What follows belongs to an exercise in optimizing a design on an open flow for a short achievable clock period and few clock cycles; a production flow would make more cautious choices. In this exercise RTL edits were held to simulation tests only and were not proved equivalent to the original. No activity file was given, so power comes from the tool's default toggle rates.

== the baseline ==
Design muldiv_unit_p, start of the top module:
module muldiv_unit_p #(
    parameter int WIDTH = 32
) (
    input  logic             clk,
    input  logic             reset,
    input  logic             start,
    input  logic [2:0]       op,
    input  logic [WIDTH-1:0] src_a,
    input  logic [WIDTH-1:0] src_b,
    input  logic             cancel,
    input  logic             wr_en,
    input  logic             wr_hi,
    input  logic [WIDTH-1:0] wr_data,
    output logic             busy,
    output logic             done,
    output logic [WIDTH-1:0] hi,
    output logic [WIDTH-1:0] lo
);
    function automatic logic [4:0] lzc32(input logic [31:0] x);
        logic [15:0] z1;
        logic [15:0] c1;
        logic [7:0]  z2;
        logic [15:0] c2;
        logic [3:0]  z3;
        logic [11:0] c3;
        logic [1:0]  z4;
        logic [7:0]  c4;
        for (int g = 0; g < 16; g++) begin
            z1[g] = ~x[2*g+1] & ~x[2*g];
            c1[g] = ~x[2*g+1];
        end
        for (int g = 0; g < 8; g++) begin
            z2[g]       = z1[2*g+1] & z1[2*g];
            c2[2*g +: 2] = z1[2*g+1] ? {1'b1, c1[2*g]} : {1'b0, c1[2*g+1]};
        end
        for (int g = 0; g < 4; g++) begin
            z3[g]       = z2[2*g+1] & z2[2*g];
            c3[3*g +: 3] = z2[2*g+1] ? {1'b1, c2[2*(2*g) +: 2]} : {1'b0, c2[2*(2*g+1) +: 2]};
        end
        for (int g = 0; g < 2; g++) begin
            z4[g]       = z3[2*g+1] & z3[2*g];
            c4[4*g +: 4] = z3[2*g+1] ? {1'b1, c3[3*(2*g) +: 3]} : {1'b0, c3[3*(2*g+1) +: 3]};
        end
        lzc32 = z4[1] ? {1'b1, c4[3:0]} : {1'b0, c4[7:4]};
    endfunction
    logic st_mul, st_prep, st_div;    
    logic accept, op_div;
    logic early, last, fin;
    logic [2:0] cnt;
    assign accept = !busy && start && !cancel;
    assign op_div = (op[2:1] == 2'b01);
    assign fin    = st_mul || (st_prep && early) || (st_div && last);
    always_ff @(posedge clk or posedge reset) begin
        if (reset) begin
            st_mul  <= 1'b0;
            st_prep <= 1'b0;
            st_div  <= 1'b0;
            busy    <= 1'b0;
            done    <= 1'b0;
        end else begin
            st_mul  <= accept && !op_div;
            st_prep <= accept && op_div;
  ...
export LEC_CHECK = 0
export CAP_MARGIN = 40
export CORE_MARGIN = 2
export CORE_UTILIZATION = 40
export SLEW_MARGIN = 30
create_clock -name core_clock -period 12.0 [get_ports {clk}]
standard.sh (not shown) runs the stock make flow with config.mk's settings and CLKGATE_MAP_FILE= SYNTH_SCRIPT=/design/flow/synth_recipe.tcl, a recipe that flattens the netlist after the stock synthesis.
==> flow/flow/run.sh <==
#!/bin/bash
# Standard ORFS layout (the standard.sh, standard synthesis unchanged) with:
#  - port buffers of a plain buffer cell (buffer_ports otherwise picks a
#    delay cell), still one buffer on every input and output.
set -euo pipefail
MARGIN=$(cat flow/margin.txt)
bash standard.sh SETUP_SLACK_MARGIN=$MARGIN "BUFFER_PORTS_ARGS=-buffer_cell sky130_fd_sc_hd__buf_4" finish > make_finish.log 2>&1
==> flow/flow/margin.txt <==
8
The baseline completed every stage of the flow, and the final layout passed the timing, design-rule and antenna checks.
Testbench counts of the baseline, summed over its fixed seeds: cycles 12,378.
Relative to the baseline, the following input files were edited for the candidate:
diff --git a/flow/design.v b/flow/design.v
--- a/flow/design.v
+++ b/flow/design.v
@@ -1620,19 +1620,31 @@
     logic [2:0]  e;
     logic [31:0] rem_init, quo_init;
     logic [15:1][35:0] m_q;
     logic [31:0] rem, quo, qq, qm;
     logic        rneg, qneg;
     assign bz    = (b_q == 32'd0);
     assign az    = (am_q == 32'd0);
     assign clza  = lzc32(am_q);
     assign clzb  = lzc32(bm_q);
-    assign early = bz || az || (clzb < clza);
+    logic        eq_len, ge_ab, one_q, rneg_p, qneg_p;
+    logic [32:0] d_ab;
+    logic [31:0] d_ba, prep_hi, prep_lo;
+    assign eq_len  = !az && !bz && (clzb == clza);
+    assign d_ab    = {1'b0, am_q} - {1'b0, bm_q};
+    assign d_ba    = bm_q - am_q;
+    assign ge_ab   = !d_ab[32];
+    assign one_q   = eq_len && ge_ab;
+    assign rneg_p  = !op_q[0] && a_q[31];
+    assign qneg_p  = !op_q[0] && (a_q[31] ^ b_q[31]);
+    assign prep_hi = one_q ? (rneg_p ? d_ba : d_ab[31:0]) : a_q;
+    assign prep_lo = one_q ? (qneg_p ? 32'hFFFF_FFFF : 32'd1) : {32{bz}};
+    assign early   = bz || az || (clzb <= clza);
     assign dd    = clzb - clza;
     assign e     = dd[4:2];
     always_comb begin
         rem_init = 32'd0;
         quo_init = 32'd0;
         case (e)
             3'd0: begin rem_init = 32'(am_q >> 4);  quo_init = am_q << 28; end
             3'd1: begin rem_init = 32'(am_q >> 8);  quo_init = am_q << 24; end
             3'd2: begin rem_init = 32'(am_q >> 12); quo_init = am_q << 20; end
@@ -1739,22 +1751,22 @@
     logic        hsel, dsel, wr_ok, early_ok;
     logic [31:0] hm, lm, hd, ld, ho, lo_o, hi_base, lo_base, ho_d, lo_o_d;
     assign hi = hsel ? hm : dsel ? hd : ho;
     assign lo = hsel ? lm : dsel ? ld : lo_o;
     assign wr_ok    = !busy && wr_en && !(start && !cancel);
     assign early_ok = st_prep && early && !cancel;
     assign hi_base  = hsel ? hm : dsel ? hd : ho;
     assign lo_base  = hsel ? lm : dsel ? ld : lo_o;
     always_comb begin
-        if (early_ok)              ho_d = a_q;
+        if (early_ok)              ho_d = prep_hi;
         else if (wr_ok && wr_hi)   ho_d = wr_data;
         else                       ho_d = hi_base;
-        if (early_ok)              lo_o_d = {32{bz}};
+        if (early_ok)              lo_o_d = prep_lo;
         else if (wr_ok && !wr_hi)  lo_o_d = wr_data;
         else                       lo_o_d = lo_base;
     end
     always_ff @(posedge clk) begin
         hm <= mul_res[63:32];
         lm <= mul_res[31:0];
         hd <= div_hi;
         ld <= div_lo;
     end
Findings:
The baseline ended up with buf_4 as its leading cell type in the layout, fill and taps excluded; the candidate ended up with a21oi_1. Compared with the baseline, the candidate shows a fraction of final layout cells with drive strength greater than 1 that is 2.4 points lower. Looking at slowest cell on the critical path, the a2111oi_4 result is from the baseline; the ha_2 one comes from the candidate. Per the comparison of the candidate with the baseline, final hold slack went up 17 ps; worst reg2reg path depth went down; relative contribution of combinational cells to total power increased by 0.3 points relative to the old numbers; via count normalized by instance count stayed essentially flat.
Testbench counts of the candidate, summed over its fixed seeds: cycles 12,182.

[port drivers added, routing unchanged]
Ports are ideal in the flow. The routed layouts listed here were re-timed in OpenROAD. Step 1, drivers: a clkbuf_16 drives clk and a buf_2 each remaining input, both assumed. Step 2 adds t to the input delays and takes it off the output delays; t is the mean of the earliest and latest rising clock arrival at the registers after step 1. Input paths then give back, and output paths get back, about the clock's delay inside the block. a / b / c = no drivers / after step 1 / after step 2; a / b = the first two.
run | shift t [ns] | setup WS [ns] | latest minus earliest clock arrival (ns)
the baseline | 0.976 | 6.839 / 6.799 / 5.840 | 0.102 / 0.103
the candidate | 0.943 | 6.790 / 6.394 / 5.451 | 0.109 / 0.109
After both steps setup and hold are still met in every run listed. For the candidate, which loses most, drivers alone change the setup slack by -0.396 ns; drivers and shift together by -1.339 ns.
